From an optimization exercise on the open Yosys and OpenROAD flow, aimed at small area; shortcuts taken in it are not production practice. The RTL was checked by simulation tests, not by an equivalence proof against the original design. Power and IR drop assume default switching activity.

==> run Y: inputs <==
==> flow/design.v <==
`timescale 1ns / 1ps
package q16_pkg;
   localparam int unsigned DataWidth  = 32;
   localparam int unsigned OpWidth    = 3;
   localparam int unsigned StatWidth  = 2;
   localparam int unsigned DivBits    = 49;    
   localparam int unsigned CntWidth   = 6;
   localparam logic [OpWidth-1:0] OpAdd = 3'd0;
   localparam logic [OpWidth-1:0] OpSub = 3'd1;
   localparam logic [OpWidth-1:0] OpMul = 3'd2;
   localparam logic [OpWidth-1:0] OpDiv = 3'd3;
   localparam logic [OpWidth-1:0] OpRem = 3'd4;
   localparam logic [StatWidth-1:0] StOk   = 2'd0;
   localparam logic [StatWidth-1:0] StOvf  = 2'd1;
   localparam logic [StatWidth-1:0] StDiv0 = 2'd2;
   localparam logic [DataWidth-1:0] OvfCode = 32'h8000_0000;
   typedef struct packed {
      logic load;     
      logic step;     
      logic finish;   
   } q16_cmd_type;
   typedef struct packed {
      logic iter_done;
      logic is_div;
   } q16_stat_type;
endpackage
`timescale 1ns / 1ps
`timescale 1ns / 1ps
`timescale 1ns / 1ps
module q16_16_fixed_point_alu (
   input  logic                                 clock,
   input  logic                                 reset,
   input  logic                                 req_valid,
   output logic                                 req_ready,
   input  logic [q16_pkg::OpWidth-1:0]          req_type,
   input  logic signed [q16_pkg::DataWidth-1:0] operand_a,
   input  logic signed [q16_pkg::DataWidth-1:0] operand_b,
   output logic                                 rsp_valid,
   input  logic                                 rsp_ready,
   output logic signed [q16_pkg::DataWidth-1:0] result_value,
   output logic [q16_pkg::StatWidth-1:0]        status
);
   typedef enum logic [2:0] {
      S_IDLE  = 3'd0,
      S_LOAD  = 3'd1,    
      S_STEP  = 3'd2,    
      S_CORR  = 3'd3,    
      S_FIN   = 3'd4,    
      S_CONST = 3'd5,    
      S_ACC   = 3'd6,    
      S_RESP  = 3'd7     
   } state_type;
   state_type   st;
   logic [3:0]  bc;           
   logic [5:0]  sc;           
   logic        cy;           
   logic        hp;           
   logic        f1, f2;       
   logic        bnz;          
   logic        qf;           
   logic [1:0]  st_ff;
   logic [31:0] r;
   logic        x;
   logic [31:0] p;
   wire [2:0] op     = req_type;
   wire       is_as  = (op == q16_pkg::OpAdd) || (op == q16_pkg::OpSub);
   wire       is_mul = (op == q16_pkg::OpMul);
   wire       is_div = (op == q16_pkg::OpDiv);
   wire       is_rem = (op == q16_pkg::OpRem);
   wire       sa     = operand_a[31];
   wire       sb     = operand_b[31];
   wire       sgn    = sa ^ sb;
   wire       last   = (bc == 4'd15);
   wire       first  = (sc == 6'd0);
   wire       bzero  = !bnz;
   wire       ovfd   = f1 | !f2;      
   wire in_load  = (st == S_LOAD);
   wire in_step  = (st == S_STEP);
   wire in_corr  = (st == S_CORR);
   wire in_fin   = (st == S_FIN);
   wire in_const = (st == S_CONST);
   wire mstep    = in_step & is_mul;
   wire dstep    = in_step & !is_mul;
   wire mfin     = in_fin & is_mul;
   wire dfin     = in_fin & is_div;
   wire rfin     = in_fin & is_rem;
   wire afin     = in_fin & is_as;
   wire [3:0] bsel = mstep ? sc[4:1] : bc;
   wire a0 = operand_a[{bc, 1'b0}];
   wire a1 = operand_a[{bc, 1'b1}];
   wire b0 = operand_b[{bsel, 1'b0}];
   wire b1 = operand_b[{bsel, 1'b1}];
   wire mraw = sc[0] ? b1 : b0;             
   wire mbit = mraw ^ (sb & bnz);           
   wire dbit = x & !sc[5];
   logic x0, x1, y0, y1, xcin, ycin, zero, f31;
   always_comb begin
      x0 = 1'b0; x1 = 1'b0; y0 = 1'b0; y1 = 1'b0;
      xcin = 1'b0; ycin = 1'b0;
      zero = 1'b0; f31 = 1'b0;
      if (afin) begin
         x0 = a0; x1 = a1;
         y0 = b0 ^ op[0]; y1 = b1 ^ op[0]; ycin = op[0];
      end else if (in_load) begin
         x0 = a0 ^ sa; x1 = a1 ^ sa; xcin = sa;
      end else if (mstep) begin
         x0 = p[1] & !first; x1 = (last ? hp : p[2]) & !first;
         y0 = (a0 ^ sa) & mbit; y1 = (a1 ^ sa) & mbit; ycin = sa & mbit;
      end else if (dstep) begin
         x0 = (bc == 4'd0) ? dbit : (hp & !first);
         x1 = p[0] & !first;
         y0 = b0 ^ sb ^ qf; y1 = b1 ^ sb ^ qf; ycin = sb ^ qf;
      end else if (in_corr) begin
         x0 = p[0]; x1 = p[1];
         y0 = (b0 ^ sb) & !qf; y1 = (b1 ^ sb) & !qf; ycin = sb & !qf;
      end else if (mfin) begin
         x0 = (bc[3] ? p[17] : r[16]) ^ sgn;
         x1 = (bc[3] ? p[18] : r[17]) ^ sgn;
         xcin = r[15] ^ sgn;
      end else if (dfin) begin
         zero = bzero | ovfd; f31 = zero;
         x0 = r[1] ^ sgn;
         x1 = (r[2] & !last) ^ sgn;
         xcin = r[0] ^ sgn;
      end else if (rfin) begin
         zero = bzero;
         x0 = p[0] ^ sa; x1 = p[1] ^ sa; xcin = sa;
      end else if (in_const) begin
         zero = 1'b1; f31 = 1'b1;
      end else begin
         zero = 1'b1;
      end
   end
   wire ax0 = x0 & !zero;
   wire ax1 = x1 & !zero;
   wire ay0 = y0 & !zero;
   wire ay1 = y1 & !zero;
   wire cin = (xcin | ycin) & !zero;
   wire cc  = (bc == 4'd0) ? cin : cy;
   wire s0  = ax0 ^ ay0 ^ cc;
   wire k0  = (ax0 & ay0) | (ax0 & cc) | (ay0 & cc);
   wire s1  = ax1 ^ ay1 ^ k0;
   wire k1  = (ax1 & ay1) | (ax1 & k0) | (ay1 & k0);
   wire w0  = s0;
   wire w1  = s1 | (f31 & last);
   wire q   = !s1;                           
   wire [5:0] nsteps_m1 = is_div ? 6'd48 : 6'd31;
   wire       any_pass  = in_load | in_step | in_corr | in_fin | in_const;
   wire ovf_as  = (x1 == y1) && (s1 != x1);
   wire hi_nz   = f2 | (p[0] & (bc != 4'd8)) | p[1];
   wire ovf_mul = hi_nz | (sgn ? (p[18] & (!s1 | f1)) : (s1 | k1));
   always_ff @(posedge clock) begin
      if (reset) begin
         st <= S_IDLE;
         bc <= 4'd0;
      end else begin
         bc <= any_pass ? bc + 4'd1 : 4'd0;
         unique case (st)
            S_IDLE: if (req_valid) begin
               if (is_div || is_rem) st <= S_LOAD;
               else if (is_mul)      st <= S_STEP;
               else                  st <= S_FIN;
            end
            S_LOAD: if (last) st <= S_STEP;
            S_STEP: if (last && sc == nsteps_m1) st <= is_rem ? S_CORR : S_FIN;
            S_CORR: if (last) st <= S_FIN;
            S_FIN:  if (last) st <= ((afin & ovf_as) | (mfin & ovf_mul)) ? S_CONST : S_ACC;
            S_CONST: if (last) st <= S_ACC;
            S_ACC:  st <= S_RESP;
            S_RESP: if (rsp_ready) st <= S_IDLE;
            default: st <= S_IDLE;
         endcase
      end
   end
   always_ff @(posedge clock) begin
      if (!in_step) sc <= 6'd0;
      else if (last) sc <= sc + 6'd1;
      cy <= k1;
      if (!mstep)    hp <= p[1];
      else if (last) hp <= k1;
      if (st == S_IDLE) begin
         f1  <= 1'b0;
         f2  <= 1'b0;
         bnz <= 1'b0;
         qf  <= 1'b1;
      end else begin
         if (in_load) bnz <= bnz | b0 | b1;
         if (mstep) begin
            if (bc == 4'd0 && sc < 6'd15) f1 <= f1 | s0;
            if (last) bnz <= bnz | mraw;
            if (last && sc == 6'd31) f2 <= k1;
         end
         if (dstep && last) begin
            qf <= q;
            if (sc <= 6'd16) f1 <= f1 | q;
            else             f2 <= f2 | !q;
         end
         if (mfin && bc[3]) f2 <= hi_nz;
      end
      if (in_fin && last) begin
         if (is_as)       st_ff <= {1'b0, ovf_as};
         else if (is_mul) st_ff <= {1'b0, ovf_mul};
         else if (is_div) st_ff <= bzero ? q16_pkg::StDiv0 : (ovfd ? q16_pkg::StOvf : q16_pkg::StOk);
         else if (is_rem) st_ff <= bzero ? q16_pkg::StDiv0 : q16_pkg::StOk;
         else             st_ff <= q16_pkg::StOk;
      end
      if (any_pass) begin
         r[28:1] <= r[30:3];
         r[0]    <= (dstep && last) ? q : r[2];
         if (in_load) begin
            r[29] <= r[31];
            r[30] <= x;
            r[31] <= w0;
            x     <= w1;
         end else if (mstep) begin
            r[29] <= (bc == 4'd0) ? r[31] : r[0];
            r[30] <= r[1];
            if (bc == 4'd0) r[31] <= s0;
         end else if (dstep) begin
            r[29] <= r[31];
            r[30] <= x;
            r[31] <= r[0];
            x     <= r[1];
         end else begin
            r[29] <= r[31];
            r[30] <= w0;
            r[31] <= w1;
         end
      end
      p[28:0] <= p[30:2];
      if (mfin) begin
         p[29] <= p[31];
         p[30] <= p[0];
         p[31] <= p[1];
      end else begin
         p[29] <= p[31];
         p[30] <= s0;
         p[31] <= s1;
      end
   end
   assign req_ready    = (st == S_ACC);
   assign rsp_valid    = (st == S_RESP);
   assign result_value = r;
   assign status       = st_ff;
endmodule
==> flow/run.sh <==
#!/bin/bash
# synth_recipe.tcl (not shown) runs the flow's synth.tcl, then flattens the netlist and writes it again
# the make line also repeats each setting of config.mk as NAME=value (left out here)
make -C /OpenROAD-flow-scripts/flow DESIGN_CONFIG=/design/flow/config.mk WORK_HOME=/design/flow/orfs CLKGATE_MAP_FILE= SYNTH_SCRIPT=/design/flow/synth_recipe.tcl finish
==> flow/config.mk <==
export PLATFORM = sky130hd
export DESIGN_NAME = q16_16_fixed_point_alu
export DESIGN_NICKNAME = q16_16_fixed_point_alu
export VERILOG_FILES = /design/flow/design.v
export SDC_FILE = /design/flow/constraint.sdc
export NUM_CORES = 4
export LEC_CHECK = 0
export CAP_MARGIN = 20
export CORE_MARGIN = 2
export CORE_UTILIZATION = 40
export SLEW_MARGIN = 20
==> flow/constraint.sdc <==
create_clock -name core_clock -period 12.0 [get_ports {clock}]
set_input_delay 2.4000 -clock core_clock [delete_from_list [all_inputs] [get_ports {clock}]]
set_output_delay 2.4000 -clock core_clock [all_outputs]
set_load 0.01 [all_outputs]
==> run D (differences from run Y) <==
--- a/flow/config.mk
+++ b/flow/config.mk
@@ -6,4 +6,5 @@
 export NUM_CORES = 4
 export LEC_CHECK = 0
+export ABC_AREA = 1
 export CAP_MARGIN = 20
 export CORE_MARGIN = 2
==> run K (differences from run Y) <==
==> flow/flow/run.sh (new file) <==
#!/bin/bash
set -euo pipefail
export BUFFER_PORTS_ARGS="-buffer_cell sky130_fd_sc_hd__buf_1"
export CTS_ARGS="-sink_clustering_enable -repair_clock_nets -dont_use_dummy_load -buf_list {sky130_fd_sc_hd__clkbuf_4 sky130_fd_sc_hd__clkbuf_8}"
bash standard.sh > flow_standard.log 2>&1 || { tail -50 flow_standard.log; exit 1; }
tail -5 flow_standard.log
==> flow/standard.sh (new file) <==
#!/bin/bash
# synth_recipe.tcl (not shown) runs the flow's synth.tcl, then flattens the netlist and writes it again
# the make line also repeats each setting of config.mk as NAME=value (left out here)
make -C /OpenROAD-flow-scripts/flow DESIGN_CONFIG=/design/flow/config.mk WORK_HOME=/design/flow/orfs CLKGATE_MAP_FILE= SYNTH_SCRIPT=/design/flow/synth_recipe.tcl "${@:-finish}"
--- a/flow/config.mk
+++ b/flow/config.mk
@@ -6,4 +6,5 @@
 export NUM_CORES = 4
 export LEC_CHECK = 0
+export ABC_AREA = 1
 export CAP_MARGIN = 20
 export CORE_MARGIN = 2
removed: flow/run.sh
==> qor summary <==
|  | run Y | run D | run K |
|---|---|---|---|
| Clock edge transition at the registers on the reported setup and hold paths | 0.06 ns | 0.10 ns | 0.10 ns |
| Clk Latency, worst-skew pair | 0.35 ns | 0.36 ns | 0.37 ns |
| Combinational power | 0.000576 W | 0.000608 W | 0.000513 W |
| Number of antenna violations at the first check in global routing | 1 | 0 | 0 |
| Stage delay of the slowest cell on the critical path | 0.71 ns | 0.50 ns | 0.46 ns |
| Global-route wire length before repair | 23400 um | 20290 um | 18660 um |
| Net total in the final layout | 672 | 723 | 722 |
| Relative slew slack | 0.3298 | 0.3305 | 0.3546 |
| Non-clock buffering overhead | 0.1775 | 0.1829 | 0.07802 |
| Synth Net Count | 584 | 620 | 620 |
| Detailed-routing wirelength on met1 | 6340 um | 6043 um | 5511 um |
| Area used by multi-input combinational logic | 2554 um2 | 2073 um2 | 2073 um2 |
| Number of global-route vias before repair | 4311 | 4022 | 3710 |
| Iteration-0 DRC count of the detailed router | 371 | 376 | 373 |
| Starting density of the core | 0.4064 | 0.4135 | 0.4135 |
| Routability cong. | 0.9035 | 0.9450 | 0.9486 |
| Largest fanout of any net on the critical path | 17 | 16 | 16 |
| Crit-path slowest cell | or3b_1 | clkdlybuf4s50_1 | fa_1 |
| Number of filler instances in the final layout | 1093 | 1045 | 1076 |
| Hold Startpoint | p[14] | p[28] | p[22] |
| Run status | complete, no violations | complete, no violations | complete, no violations |
| Total chip power | 0.001382 W | 0.001343 W | 0.001204 W |
| Cell count along the critical path | 22 | 29 | 29 |

-- re-timing with driven ports --
The flow's constraints put no driver on any port. The routed layouts listed below were extracted and timed again, unchanged, in two steps.
Step 1, drivers: a clkbuf_16 drives clock and a buf_2 each remaining input, both assumed.
Step 2, shift: input delay + t, output delay - t, t = (earliest + latest rising clock arrival at the registers) / 2. This alone moves slack from input paths to output paths.
a / b / c = ideal / step 1 / step 2; a / b = the first two.
run | t (ns) | slack for setup (ns) | worst slew at a driven data input, ns
run Y | 0.383 | 4.078 / 4.087 / 3.704 | 0.05
run D | 0.386 | 5.486 / 5.493 / 5.108 | 0.04
run K | 0.385 | 5.933 / 5.945 / 5.560 | 0.04
After both steps setup and hold are still met in every run listed. The setup slack of run D, which loses most, moves by +0.007 ns with the drivers and by -0.378 ns with both steps.
